This design comes from an exercise in tuning for small area on the open sky130 flow, not from production work.
Only simulation tests tie the RTL to the original design; equivalence was not proved.
Power and IR drop assume default switching activity.

==> design/flow/design.v <==
package sample_ram_pkg;
    typedef enum logic {
        CLEAR,
        READY
    } state_t;
    localparam int MaxDataWidth = 256;
    function automatic integer lane_count(input integer data_width, input integer byte_width);
        lane_count = data_width / byte_width;
    endfunction
    function automatic logic [MaxDataWidth-1:0] build_mask(
        input logic [MaxDataWidth-1:0] byte_enable,
        input int                      byte_width
    );
        logic [MaxDataWidth-1:0] mask;
        mask = '0;
        for (int i = 0; i < MaxDataWidth; i++) begin
            mask[i] = byte_enable[i / byte_width];
        end
        build_mask = mask;
    endfunction
endpackage
module sample_ram_clear_ctrl
#(
    parameter int Depth    = 256,
    parameter int IdxWidth = 8
) (
    input  logic                i_CLK,
    input  logic                i_NRESET,
    output logic                o_Busy,
    output logic                o_ClearWe,
    output logic [IdxWidth-1:0] o_ClearIndex
);
    sample_ram_pkg::state_t              state;
    logic [IdxWidth-1:0] count;
    always_ff @(posedge i_CLK) begin
        if (!i_NRESET) begin
            state <= sample_ram_pkg::CLEAR;
            count <= '0;
        end else if (state == sample_ram_pkg::CLEAR) begin
            if (count == IdxWidth'(Depth - 1)) begin
                state <= sample_ram_pkg::READY;
            end else begin
                count <= count + 1'b1;
            end
        end
    end
    assign o_Busy       = (state == sample_ram_pkg::CLEAR);
    assign o_ClearWe    = o_Busy && i_NRESET;
    assign o_ClearIndex = count;
endmodule
module sample_ram
#(
    parameter int DataWidth    = 16,
    parameter int ByteWidth    = 8,
    parameter int AddressWidth = 8,
    parameter int Depth        = 256
) (
    input  logic                                        i_CLK,
    input  logic                                        i_NRESET,
    input  logic                                        i_ENABLE,
    input  logic                                        i_WE,
    input  logic [AddressWidth-1:0]                     i_WriteAddress,
    input  logic [DataWidth-1:0]                        i_WriteData,
    input  logic [sample_ram_pkg::lane_count(DataWidth, ByteWidth)-1:0] i_ByteEnable,
    input  logic                                        i_RE,
    input  logic [AddressWidth-1:0]                     i_ReadAddress,
    output logic [DataWidth-1:0]                        o_ReadData,
    output logic                                        o_ReadValid,
    output logic                                        o_Busy
);
    localparam int IdxWidth = (Depth > 1) ? $clog2(Depth) : 1;
    logic [DataWidth-1:0] mem [0:Depth-1];
    logic                ready;
    logic                clear_we;
    logic [IdxWidth-1:0] clear_idx;
    sample_ram_clear_ctrl #(
        .Depth    (Depth),
        .IdxWidth (IdxWidth)
    ) u_clear_ctrl (
        .i_CLK        (i_CLK),
        .i_NRESET     (i_NRESET),
        .o_Busy       (o_Busy),
        .o_ClearWe    (clear_we),
        .o_ClearIndex (clear_idx)
    );
    assign ready = !o_Busy;
    logic [IdxWidth-1:0]  waddr_idx;
    logic [IdxWidth-1:0]  raddr_idx;
    logic                 wr_in_range;
    logic                 rd_in_range;
    logic                 wr_accept;
    logic                 rd_accept;
    logic [DataWidth-1:0] wr_mask;
    logic [DataWidth-1:0] wr_word;
    logic [DataWidth-1:0] rd_word;
    always_comb begin
        waddr_idx   = i_WriteAddress[IdxWidth-1:0];
        raddr_idx   = i_ReadAddress[IdxWidth-1:0];
        wr_in_range = 32'(i_WriteAddress) < Depth;
        rd_in_range = 32'(i_ReadAddress) < Depth;
        wr_accept   = i_NRESET && ready && i_ENABLE && i_WE && wr_in_range;
        rd_accept   = ready && i_ENABLE && i_RE;
        wr_mask     = DataWidth'(sample_ram_pkg::build_mask(sample_ram_pkg::MaxDataWidth'(i_ByteEnable), ByteWidth));
        wr_word     = (mem[waddr_idx] & ~wr_mask) | (i_WriteData & wr_mask);
        rd_word     = '0;
        if (rd_in_range) begin
            rd_word = mem[raddr_idx];
            if (wr_accept && (i_WriteAddress == i_ReadAddress)) begin
                rd_word = (rd_word & ~wr_mask) | (i_WriteData & wr_mask);
            end
        end
    end
    always_ff @(posedge i_CLK) begin
        if (clear_we) begin
            mem[clear_idx] <= '0;
        end else if (wr_accept) begin
            mem[waddr_idx] <= wr_word;
        end
    end
    always_ff @(posedge i_CLK) begin
        if (!i_NRESET) begin
            o_ReadData  <= '0;
            o_ReadValid <= 1'b0;
        end else begin
            o_ReadValid <= rd_accept;
            if (rd_accept) begin
                o_ReadData <= rd_word;
            end
        end
    end
endmodule
==> design/flow/run.sh <==
#!/bin/bash
# synth_recipe.tcl (not shown) runs the flow's synth.tcl, then flattens the netlist and writes it again
# the make line also repeats each setting of config.mk as NAME=value (left out here)
make -C /OpenROAD-flow-scripts/flow DESIGN_CONFIG=/design/flow/config.mk WORK_HOME=/design/flow/orfs CLKGATE_MAP_FILE= SYNTH_SCRIPT=/design/flow/synth_recipe.tcl finish
==> design/flow/config.mk <==
export PLATFORM = sky130hd
export DESIGN_NAME = sample_ram
export DESIGN_NICKNAME = sample_ram
export VERILOG_FILES = /design/flow/design.v
export SDC_FILE = /design/flow/constraint.sdc
export NUM_CORES = 4
export LEC_CHECK = 0
export CAP_MARGIN = 20
export CORE_MARGIN = 2
export CORE_UTILIZATION = 45
export SLEW_MARGIN = 20
export SYNTH_MEMORY_MAX_BITS = 8192
==> design/flow/constraint.sdc <==
create_clock -name core_clock -period 10.0 [get_ports {i_CLK}]
set_input_delay 2.0000 -clock core_clock [delete_from_list [all_inputs] [get_ports {i_CLK}]]
set_output_delay 2.0000 -clock core_clock [all_outputs]
set_load 0.01 [all_outputs]
==> summary.md <==
The analysis attributes to cell leakage a power of 76.2 nW. The startpoint identified for the worst hold timing path is u_clear_ctrl.count[6]. Hold is met by 0.602 ns.

The effective utilization at floorplan is 0.452. Post-CTS repair changed the size of 0 cells. The register area was 124,000 um^2; the number of buffers added to fix hold violations after cts was 0. The synthesized netlist contains 84 unique library cells. The initial antenna violation count is 72, and the worst path setup slack after routing is 2.80 ns. The worst path needs 7.20 ns of the cycle, external delays included.

The tools report the critical register-to-register path endpoint as mem[35][8]. Summing all multi-input logic gate instances after layout gives 65,800 um^2. The run gives 2 as the count of yosys warnings during synthesis. For this run, the detailed router's first-pass iteration total came to 6. The detail route stage leaves a number of antenna-violating nets equal to 0. The finished layout holds 16,500 standard cells, fillers aside. The total CTS buffers came out at 441. The cell with the largest stage delay on the worst path was sky130_fd_sc_hd__nor4_1. For this run, the leading register cell type out of synthesis is sky130_fd_sc_hd__edfxtp_1. Clock latency on the worst-skew pair, taken at its later pin, is 1.06 ns. The flow ran to the end and the layout has no timing, DRC or antenna violations. Across the run, the number of max-cap violations was 0. The post-layout net count was 10,400; the fraction of synthesized area in multiplexers was 0.257.

TritonCTS built the clock tree. For the first-pass GRT wire length, the log shows 1,030,000 um. By instance count, the cell type seen most on the critical path is sky130_fd_sc_hd__buf_4. The total buffers and inverters traversed by the critical path was 6. Counting instances, the worst hold path has a depth of 2. The filler cells instantiated in the layout total 34,200. The maximum ir drop on the vdd rail is 0.176 mV. The run gives 4.67 ns as the setup slack of the most critical reg-to-reg path. After clock tree synthesis, the setup repair step added 0 buffers. The number of nets produced by synthesis came out at 10,100. The final-report max-slew violation count came out at 0.

The number of enable flip-flop cells after synthesis was 4,096. Setup repair after global routing left no endpoint under its margin. The logs give 768,000 um for the wire length after detailed routing and 20,500 for the initial DRC count. Once placement completed, the tool counted placed cells totaling 15,600. For the final database, setup skew stands at 0.0675 ns. The simple-gate share of the synthesized area works out to 0.0280. For the headroom to the max-slew limit, the log shows 0.0462. By startpoint and endpoint, the worst setup path is classified as in -> reg. In the routed design, unresolved DRC markers number 0.

The tree built by TritonCTS fans out to 4,122 sinks. The mean instance size in the synthesized netlist was 19.1 um^2; the total congestion overflow after global routing was 0. After synthesis, the largest family of logic cells by area is multiplexers. The worst register-to-register path begins at u_clear_ctrl.state.

The count of port buffers added during placement came out at 56. Entering global routing, the biggest net connects 177 pins. The share of the synthesized area in compound gates (AO/OA/AOI/OAI) was 0.0469; the fraction of synthesized cell area taken by the top area cell type was 0.638. The share of layout cells above drive strength 1 came out at 0.330. The sequential area share after synthesis is 0.640, and the via count of the routed design is 119,000. The tools report the core footprint as 427,000 um^2. The synthesized design contains 4,122 register bits.

In the post-synthesis netlist, the biggest area contributors are sky130_fd_sc_hd__edfxtp_1 (64%), sky130_fd_sc_hd__mux4_2 (22%), sky130_fd_sc_hd__mux2i_1 (3.7%), sky130_fd_sc_hd__nand2_1 (0.92%), sky130_fd_sc_hd__o221ai_1 (0.83%). The via count of the first global-routing pass is 115,000. Setup violations remaining at the end of the flow were counted as 0. The tools report the arrival time of data at the critical path endpoint as 7.87 ns. The xor/xnor share of the synthesized area is 0.000636.

The root buffer cell is sky130_fd_sc_hd__clkbuf_16. The min-delay analysis places its worst path in the category reg -> reg. The number of top-level design ports was 57. Once placement finished, the instance area stood at 202,000 um^2.

In this design, the stage delay of the slowest critical-path cell is 0.99 ns. The routed wirelength normalized by instance count was 46.6 um. The portion of the clock cycle consumed by the worst path in the final layout was 0.720. The floorplan step set the die height to 659 um. The family with the most delay on the worst path is buffers and inverters.

The startpoint type of the worst setup path is an input pin. The worst hold endpoint is u_clear_ctrl.count[6]. The routed via count divided by cell count was 7.25; the minimum setup slack after placement was 1.48 ns. The run gives 0.139 GHz as the top achievable clock speed. The H-tree was split into 5 levels. The largest fanout of any net on the critical path came out at 177. The worst register-to-register path has a depth of 10. The die covers 434,000 um^2.

The share of synthesized registers carrying an async set or reset is 0. After routing the design area is 217,000 um^2. Power density relative to cell area: 173 nW/um^2. The area growth from synthesis to layout is 12.4%. The congestion estimate from routability-driven global placement came to 1.08.

For the final-report hold violation count, the log shows 0. For the overall global routing resource usage, the log shows 0.350. Clock-pin slew was measured on the worst setup and hold paths at 0.06 ns. After technology mapping, the gate count stands at 10,100. The die width is 659 um, and the synthesized cell area is 193,000 um^2.

Detailed placement finished with a half-perimeter wire length of 494,000 um. Transition time of the tightest slew-check pin: 1.43 ns. Adder-cell area share of the yosys netlist: 0.0000649. The logs give 10.67 ns for the required time of the critical path and 240 for the number of standard-cell rows in the floorplan.

The critical path goes through buf_16 -> buf_4 -> buf_4 -> mux4_2 -> o22ai_1 -> nor4_1 -> buf_4 -> o22ai_1 -> nor4_1 -> buf_2 -> a221o_4 -> buf_12. The critical path starts at i_WriteAddress[0]. The largest total area in the synthesized netlist belongs to sky130_fd_sc_hd__edfxtp_1.

Maximum clock insertion buffer count: 4. STA classifies the critical path endpoint as a flip-flop.
[stage by stage]
| step | power, W | utilization | TNS, ns |
|---|---|---|---|
| detailed placement | 0.0214 | 0.474 | 0 |
| CTS | 0.0376 | 0.507 | 0 |
| global route | 0.0383 | 0.508 | 0 |
| global placement | 0.0214 | 0.473 | 0 |
| finish | 0.0376 | 0.508 | 0 |
| floorplan | 0.0204 | - | -467.08 |
[power by group]
part	internal [W]	leakage [nW]	total, W	switching [W]
sequential	0.0187	46.1	0.0187	0.00000752
clock	0.00932	6.91	0.0164	0.00712
combinational	0.000738	23.1	0.00242	0.00168
total	0.0288	76.2	0.0376	0.00881
[cell usage after synthesis, drive strengths merged (28+ instances only)]
master and instances:
mux4 1878, mux2i 708, buf 553, and2 28, clkbuf 275, nand4 31, a22oi 170, nor3 73
o21ai 119, o22ai 214, a211oi 45, edfxtp 4096, a32oi 83, a21oi 227, nand2 473, nor2 367
a31oi 43, nand3 87, o221ai 183, nor4 42
[worst reg2reg max path, stage by stage (launching register included)]
cell and delay, ns:
sky130_fd_sc_hd__dfxtp_1 0.47, sky130_fd_sc_hd__and4_1 0.65, sky130_fd_sc_hd__nand2_1 0.19, sky130_fd_sc_hd__nor2_1 0.80
sky130_fd_sc_hd__o2111ai_2 0.78, sky130_fd_sc_hd__nor4_1 0.49, sky130_fd_sc_hd__a21oi_1 0.15, sky130_fd_sc_hd__o31ai_4 0.10
sky130_fd_sc_hd__buf_4 0.40, sky130_fd_sc_hd__buf_4 0.59, sky130_fd_sc_hd__buf_16 0.33
[layer usage]
| metal | share of wire | vias to the layer above | global-route usage |
|---|---|---|---|
| met5 | 0.00065 | - | 0.00122 |
| met4 | 0.078 | 44 | 0.221 |
| met3 | 0.14 | 1923 | 0.116 |
| met2 | 0.44 | 9465 | 0.510 |
| met1 | 0.35 | 63800 | 0.454 |
| li1 | - | 44200 | - |
[worst max-delay path by stage]
stage / end / slack [ns] / cells past startpoint
2_1_floorplan: mem[0][6] / -1.82 / 12
3_3_place_gp: mem[31][13] / 1.65 / 11
3_5_place_dp: mem[28][13] / 1.48 / 11
4_1_cts: mem[232][13] / 2.48 / 11
5_1_grt: mem[232][13] / 2.79 / 12
6_report: mem[227][13] / 2.80 / 12
[cell usage in the layout, fill, tap and decap left out, types with 89 or more instances in the layout]
master and count:
sky130_fd_sc_hd__nor2_1 105, sky130_fd_sc_hd__mux4_2 1878, sky130_fd_sc_hd__o21ai_0 90, sky130_fd_sc_hd__a22oi_1 170
sky130_fd_sc_hd__o22ai_1 214, sky130_fd_sc_hd__buf_4 526, sky130_fd_sc_hd__edfxtp_1 4096, sky130_fd_sc_hd__clkinv_1 103
sky130_fd_sc_hd__a21oi_1 216, sky130_fd_sc_hd__o221ai_1 179, sky130_fd_sc_hd__clkbuf_1 89, sky130_fd_sc_hd__clkbuf_16 447
sky130_fd_sc_hd__nand2_1 463, sky130_fd_sc_hd__nor2_2 196, sky130_fd_sc_hd__mux2i_1 706
[flip-flops by register name, summed over array words and instances (netlist names)]
register / count
mem: 4096
o_ReadData: 16
u_clear_ctrl.count: 8
o_ReadValid: 1
u_clear_ctrl.state: 1
[cell type report]
class	count	area share
antenna	57	0.000658
clock buffer	538	0.0533
clock inverter	272	0.0121
inverter	12	0.000329
multi-input combinational	5118	0.304
sequential	4122	0.570
tap	5687	0.0328
timing repair buffer	657	0.0277
[cells by family (layout without fill, tap and decap cells)]
group                    after synthesis  count (layout)
AO/OA/AOI/OAI                       1281            1281
XOR/XNOR                              14              14
adder cells (fa/ha/maj)                1               1
buffers and inverters                840            1479
flip-flops                          4122            4122
multiplexers                        2603            2603
other                                  0              57
AND/OR/NAND/NOR                     1219            1219

[re-timing with driven ports]
The flow's constraints put no driver on any port. The routed layout listed below was extracted and timed again, unchanged, in two steps.
Step 1, drivers: a clkbuf_16 drives i_CLK and a buf_2 each remaining input, both assumed.
Step 2 also shifts input and output timing later by t, the mid clock arrival at the registers, as if the neighbouring blocks saw the same clock.
a / b / c = ideal ports / drivers / drivers and shift; a / b = the first two.
shift t [ns]: 1.133
slack for setup (ns): 2.798 / 2.816 / 1.683
hold slack, ns: 0.602 / 0.602 / 0.602
cell pins on the clock port's net: 1
After both steps this run still meets setup and hold. The setup slack of this run moves by +0.018 ns with the drivers and by -1.115 ns with both steps.
